Background: an optimization exercise with open tools, aiming at small area, a short achievable clock period and few clock cycles per item. Do not read the settings as production practice.
In this exercise RTL edits were held to simulation tests only and were not proved equivalent to the original.

Setup of before:
==> flow/design.v <==
package act_pkg;
  localparam int LANE_W = 32;
  typedef enum logic [1:0] {
    ACT_BYPASS = 2'b00,
    ACT_RELU   = 2'b01,
    ACT_LEAKY  = 2'b10,
    ACT_CLIP   = 2'b11
  } act_mode_e;
  function automatic logic is_zero(input logic [LANE_W-1:0] x);
    is_zero = (x[LANE_W-2:0] == '0);
  endfunction
endpackage
module act_lane
#(
  parameter int SHW = 5
) (
  input  logic [act_pkg::LANE_W-1:0] x,
  input  logic [act_pkg::LANE_W-1:0] q,
  input  logic                       hold,
  input  logic [1:0]                 mode,
  input  logic [SHW-1:0]             shift,
  input  logic [act_pkg::LANE_W-2:0] himask,
  input  logic [act_pkg::LANE_W-1:0] clip,
  input  logic                       clip_zero,
  output logic [act_pkg::LANE_W-1:0] d,
  output logic                       zero
);
  localparam int MW = act_pkg::LANE_W - 1;
  logic          s;
  logic [MW-1:0] m;
  logic [MW-1:0] t;
  logic          m_nz, t_nz, gt, leaky_neg, kill, csel, sgn;
  logic          sel_x, sel_t, sel_c;
  assign s         = x[MW];
  assign m         = x[MW-1:0];
  assign t         = m >> shift;
  assign m_nz      = |m;
  assign t_nz      = |(m & himask);
  logic [31:0] g0, e0;
  logic [15:0] g1, e1;
  logic [7:0]  g2, e2;
  logic [3:0]  g3, e3;
  logic [1:0]  g4, e4;
  always_comb begin
    for (int i = 0; i < 32; i++) begin
      if (i < MW) begin g0[i] = m[i] & ~clip[i]; e0[i] = m[i] | ~clip[i]; end
      else        begin g0[i] = 1'b0;            e0[i] = 1'b1;            end
    end
    for (int i = 0; i < 16; i++) begin
      g1[i] = g0[2*i+1] | (e0[2*i+1] & g0[2*i]);
      e1[i] = g0[2*i+1] | (e0[2*i+1] & e0[2*i]);
    end
    for (int i = 0; i < 8; i++) begin
      g2[i] = g1[2*i+1] | (e1[2*i+1] & g1[2*i]);
      e2[i] = g1[2*i+1] | (e1[2*i+1] & e1[2*i]);
    end
    for (int i = 0; i < 4; i++) begin
      g3[i] = g2[2*i+1] | (e2[2*i+1] & g2[2*i]);
      e3[i] = g2[2*i+1] | (e2[2*i+1] & e2[2*i]);
    end
    for (int i = 0; i < 2; i++) begin
      g4[i] = g3[2*i+1] | (e3[2*i+1] & g3[2*i]);
      e4[i] = g3[2*i+1] | (e3[2*i+1] & e3[2*i]);
    end
  end
  assign gt        = g4[1] | (e4[1] & g4[0]);
  assign leaky_neg = (mode == act_pkg::ACT_LEAKY) && s;
  assign kill      = s && (mode == act_pkg::ACT_RELU || mode == act_pkg::ACT_CLIP);
  assign csel      = (mode == act_pkg::ACT_CLIP) && !s && gt;
  assign sel_x = !hold && !kill && !leaky_neg && !csel;
  assign sel_t = !hold && leaky_neg;
  assign sel_c = !hold && csel;
  always_comb begin
    case (mode)
      act_pkg::ACT_BYPASS: sgn = s;
      act_pkg::ACT_RELU:   sgn = 1'b0;
      act_pkg::ACT_LEAKY:  sgn = s && t_nz;
      default:             sgn = csel && clip[MW];
    endcase
    case (mode)
      act_pkg::ACT_BYPASS: zero = !m_nz;
      act_pkg::ACT_RELU:   zero = s || !m_nz;
      act_pkg::ACT_LEAKY:  zero = s ? !t_nz : !m_nz;
      default:             zero = s || !m_nz || clip_zero;
    endcase
  end
  assign d[MW]     = hold ? q[MW] : sgn;
  assign d[MW-1:0] = (q[MW-1:0] & {MW{hold}})
                   | (m         & {MW{sel_x}})
                   | (t         & {MW{sel_t}})
                   | (clip[MW-1:0] & {MW{sel_c}});
endmodule
module act_stream_unit
#(
  parameter int LANES = 6,
  parameter int BEATS = 6,
  parameter int SHW   = 5,
  localparam int ZCW  = $clog2(LANES*BEATS+1),
  localparam int CW   = $clog2(BEATS),
  localparam int PCW  = $clog2(LANES+1)
) (
  input  logic                    clk,
  input  logic                    rst_n,
  input  logic [1:0]              mode_i,
  input  logic [SHW-1:0]          shift_i,
  input  logic [act_pkg::LANE_W-1:0]       clip_i,
  input  logic                    in_valid,
  output logic                    in_ready,
  input  logic [LANES*act_pkg::LANE_W-1:0] in_data,
  output logic                    out_valid,
  input  logic                    out_ready,
  output logic [LANES*act_pkg::LANE_W-1:0] out_data,
  output logic                    out_last,
  output logic [ZCW-1:0]          out_zero_cnt
);
  localparam int W  = act_pkg::LANE_W;
  localparam logic [CW-1:0] LAST_BEAT = CW'(BEATS-1);
  logic [CW-1:0]  beat_cnt;      
  logic           first_q;       
  logic           v_q;
  logic [1:0]     mode_q;
  logic [SHW-1:0] shift_q;
  logic [W-1:0]   clip_q;
  logic [LANES*W-1:0] y_q;
  logic               last_q;
  logic [PCW-1:0]     pop_q;
  logic [ZCW-1:0]     zprev_q;
  logic               accept, hold;
  logic [1:0]         mode_e;
  logic [SHW-1:0]     shift_e;
  logic [W-1:0]       clip_e;
  logic [W-2:0]       himask;
  logic               clip_zero;
  logic [LANES*W-1:0] y_d;
  logic [LANES-1:0]   zero_d;
  logic [PCW-1:0]     pop_d;
  assign in_ready  = !v_q || out_ready;
  assign hold      = !in_ready;
  assign accept    = in_valid && in_ready;
  assign out_valid = v_q;
  assign out_last  = last_q;
  assign out_data  = y_q;
  logic [2:0] zg, zp;
  logic [5:0] zc;
  assign zg = zprev_q[2:0] & pop_q;
  assign zp = zprev_q[2:0] ^ pop_q;
  assign zc[0] = 1'b0;
  assign zc[1] = zg[0];
  assign zc[2] = zg[1] | (zp[1] & zg[0]);
  assign zc[3] = zg[2] | (zp[2] & zg[1]) | (zp[2] & zp[1] & zg[0]);
  assign zc[4] = zprev_q[3] & zc[3];
  assign zc[5] = zprev_q[4] & zprev_q[3] & zc[3];
  assign out_zero_cnt = {zprev_q[5:3], zp} ^ zc;
  assign mode_e    = first_q ? mode_i  : mode_q;
  assign shift_e   = first_q ? shift_i : shift_q;
  assign clip_e    = first_q ? clip_i  : clip_q;
  assign clip_zero = (clip_e[W-2:0] == '0);
  for (genvar i = 0; i < W-1; i++) begin : g_mask
    assign himask[i] = (i >= shift_e);
  end
  for (genvar g = 0; g < LANES; g++) begin : g_lane
    act_lane #(.SHW(SHW)) u_lane (
      .x         (in_data[g*W +: W]),
      .q         (y_q[g*W +: W]),
      .hold      (hold),
      .mode      (mode_e),
      .shift     (shift_e),
      .himask    (himask),
      .clip      (clip_e),
      .clip_zero (clip_zero),
      .d         (y_d[g*W +: W]),
      .zero      (zero_d[g])
    );
  end
  logic [2:0] po, pa;
  logic       ge1, ge2, ge3, ge4, ge5, ge6;
  for (genvar k = 0; k < 3; k++) begin : g_pair
    assign po[k] = zero_d[2*k] | zero_d[2*k+1];
    assign pa[k] = zero_d[2*k] & zero_d[2*k+1];
  end
  assign ge1 = po[0] | po[1] | po[2];
  assign ge2 = pa[0] | pa[1] | pa[2] | (po[0] & po[1]) | (po[0] & po[2]) | (po[1] & po[2]);
  assign ge3 = (pa[0] & (po[1] | po[2])) | (pa[1] & (po[0] | po[2])) | (pa[2] & (po[0] | po[1]))
             | (po[0] & po[1] & po[2]);
  assign ge4 = (pa[0] & pa[1]) | (pa[0] & pa[2]) | (pa[1] & pa[2])
             | (pa[0] & po[1] & po[2]) | (pa[1] & po[0] & po[2]) | (pa[2] & po[0] & po[1]);
  assign ge5 = (pa[0] & pa[1] & po[2]) | (pa[0] & pa[2] & po[1]) | (pa[1] & pa[2] & po[0]);
  assign ge6 = pa[0] & pa[1] & pa[2];
  assign pop_d = {ge4, (ge2 & !ge4) | ge6, (ge1 & !ge2) | (ge3 & !ge4) | (ge5 & !ge6)};
  always_ff @(posedge clk or negedge rst_n) begin
    if (!rst_n) begin
      beat_cnt <= '0;
      first_q  <= 1'b1;
      v_q      <= 1'b0;
    end else begin
      if (in_ready) v_q <= in_valid;
      if (accept) begin
        beat_cnt <= (beat_cnt == LAST_BEAT) ? '0 : beat_cnt + 1'b1;
        first_q  <= (beat_cnt == LAST_BEAT);
      end
    end
  end
  always_ff @(posedge clk) begin
    y_q <= y_d;
    if (accept) begin
      last_q  <= (beat_cnt == LAST_BEAT);
      pop_q   <= pop_d;
      zprev_q <= first_q ? '0 : out_zero_cnt;
      if (first_q) begin
        mode_q  <= mode_i;
        shift_q <= shift_i;
        clip_q  <= clip_i;
      end
    end
  end
endmodule
clock: 7.5 ns
lec_check: 0
abc_area: 1
cap_margin: 20
core_margin: 2
core_utilization: 46
cts_cluster_diameter: 100
cts_cluster_size: 20
setup_slack_margin: 4.0
slew_margin: 20
tns_end_percent: 10
standard.sh (not shown) runs the stock make flow with config.mk's settings and CLKGATE_MAP_FILE= SYNTH_SCRIPT=/design/flow/synth_recipe.tcl, a recipe that flattens the netlist after the stock synthesis.
==> flow/flow/run.sh <==
#!/bin/bash
# The standard layout (the standard.sh, unchanged synthesis and steps),
# with the port buffers made from buf_2 cells instead of the resizer's
# default pick, a slow delay buffer. Every port still gets its buffer.
set -o pipefail
export BUFFER_PORTS_ARGS="-buffer_cell sky130_fd_sc_hd__buf_2"
bash standard.sh > standard.log 2>&1
before finished all stages; the layout is clean.
Testbench counts of before, summed over its fixed seeds: cycles 4,808, beats 4,800.
The following lists how after was set up differently from before:
Settings: a change of SETUP_SLACK_MARGIN from 4.0 to 3.6; a deleted ABC_AREA that had been 1; a deleted TNS_END_PERCENT that had been 10; a deleted CTS_CLUSTER_DIAMETER that had been 100; a change of CORE_UTILIZATION from 46 to 65; a deleted CTS_CLUSTER_SIZE that had been 20.
## What came out
Final estimated routing congestion in global placement delta for after relative to before: about 7% higher. Summary of after over before: sequential cell area fraction in the yosys report now sits lower; buffer count from post-CTS setup fixing higher; number of buffers created by CTS up 9. Average footprint of a synthesized cell (before / after): 0.79. Across both runs, synthesized cell count was lower for after than for before. after improves on before in detailed-placement wirelength estimate. Tool error GRT-0232 stopped after during 5_1_grt; no final results.

[what the ideal ports hide]
The results above use ideal ports. As a check the final layout listed here was re-extracted and re-timed, cells and wires unchanged. Step 1 (the two cells are an assumption about what drives the block):
set clk [get_ports {clk}]
set_driving_cell -lib_cell sky130_fd_sc_hd__clkbuf_16 $clk
set_driving_cell -lib_cell sky130_fd_sc_hd__buf_2 [delete_from_list [all_inputs] $clk]
Step 2 adds t to the input delays and takes it off the output delays; t is the mean of the earliest and latest rising clock arrival at the registers after step 1. Input paths then give back, and output paths get back, about the clock's delay inside the block. Three values: no drivers, after step 1, after step 2; two values: the first two.
run: before
t (ns): 0.637
setup slack, ns: 3.779 / 3.794 / 3.158
worst setup path at the end: input to register
clock arrival spread, ns: 0.028 / 0.029
worst register clock-pin slew, ns: 0.09 / 0.09
After both steps setup and hold are still met in before. The setup slack of before moves by +0.015 ns with the drivers and by -0.621 ns with both steps.
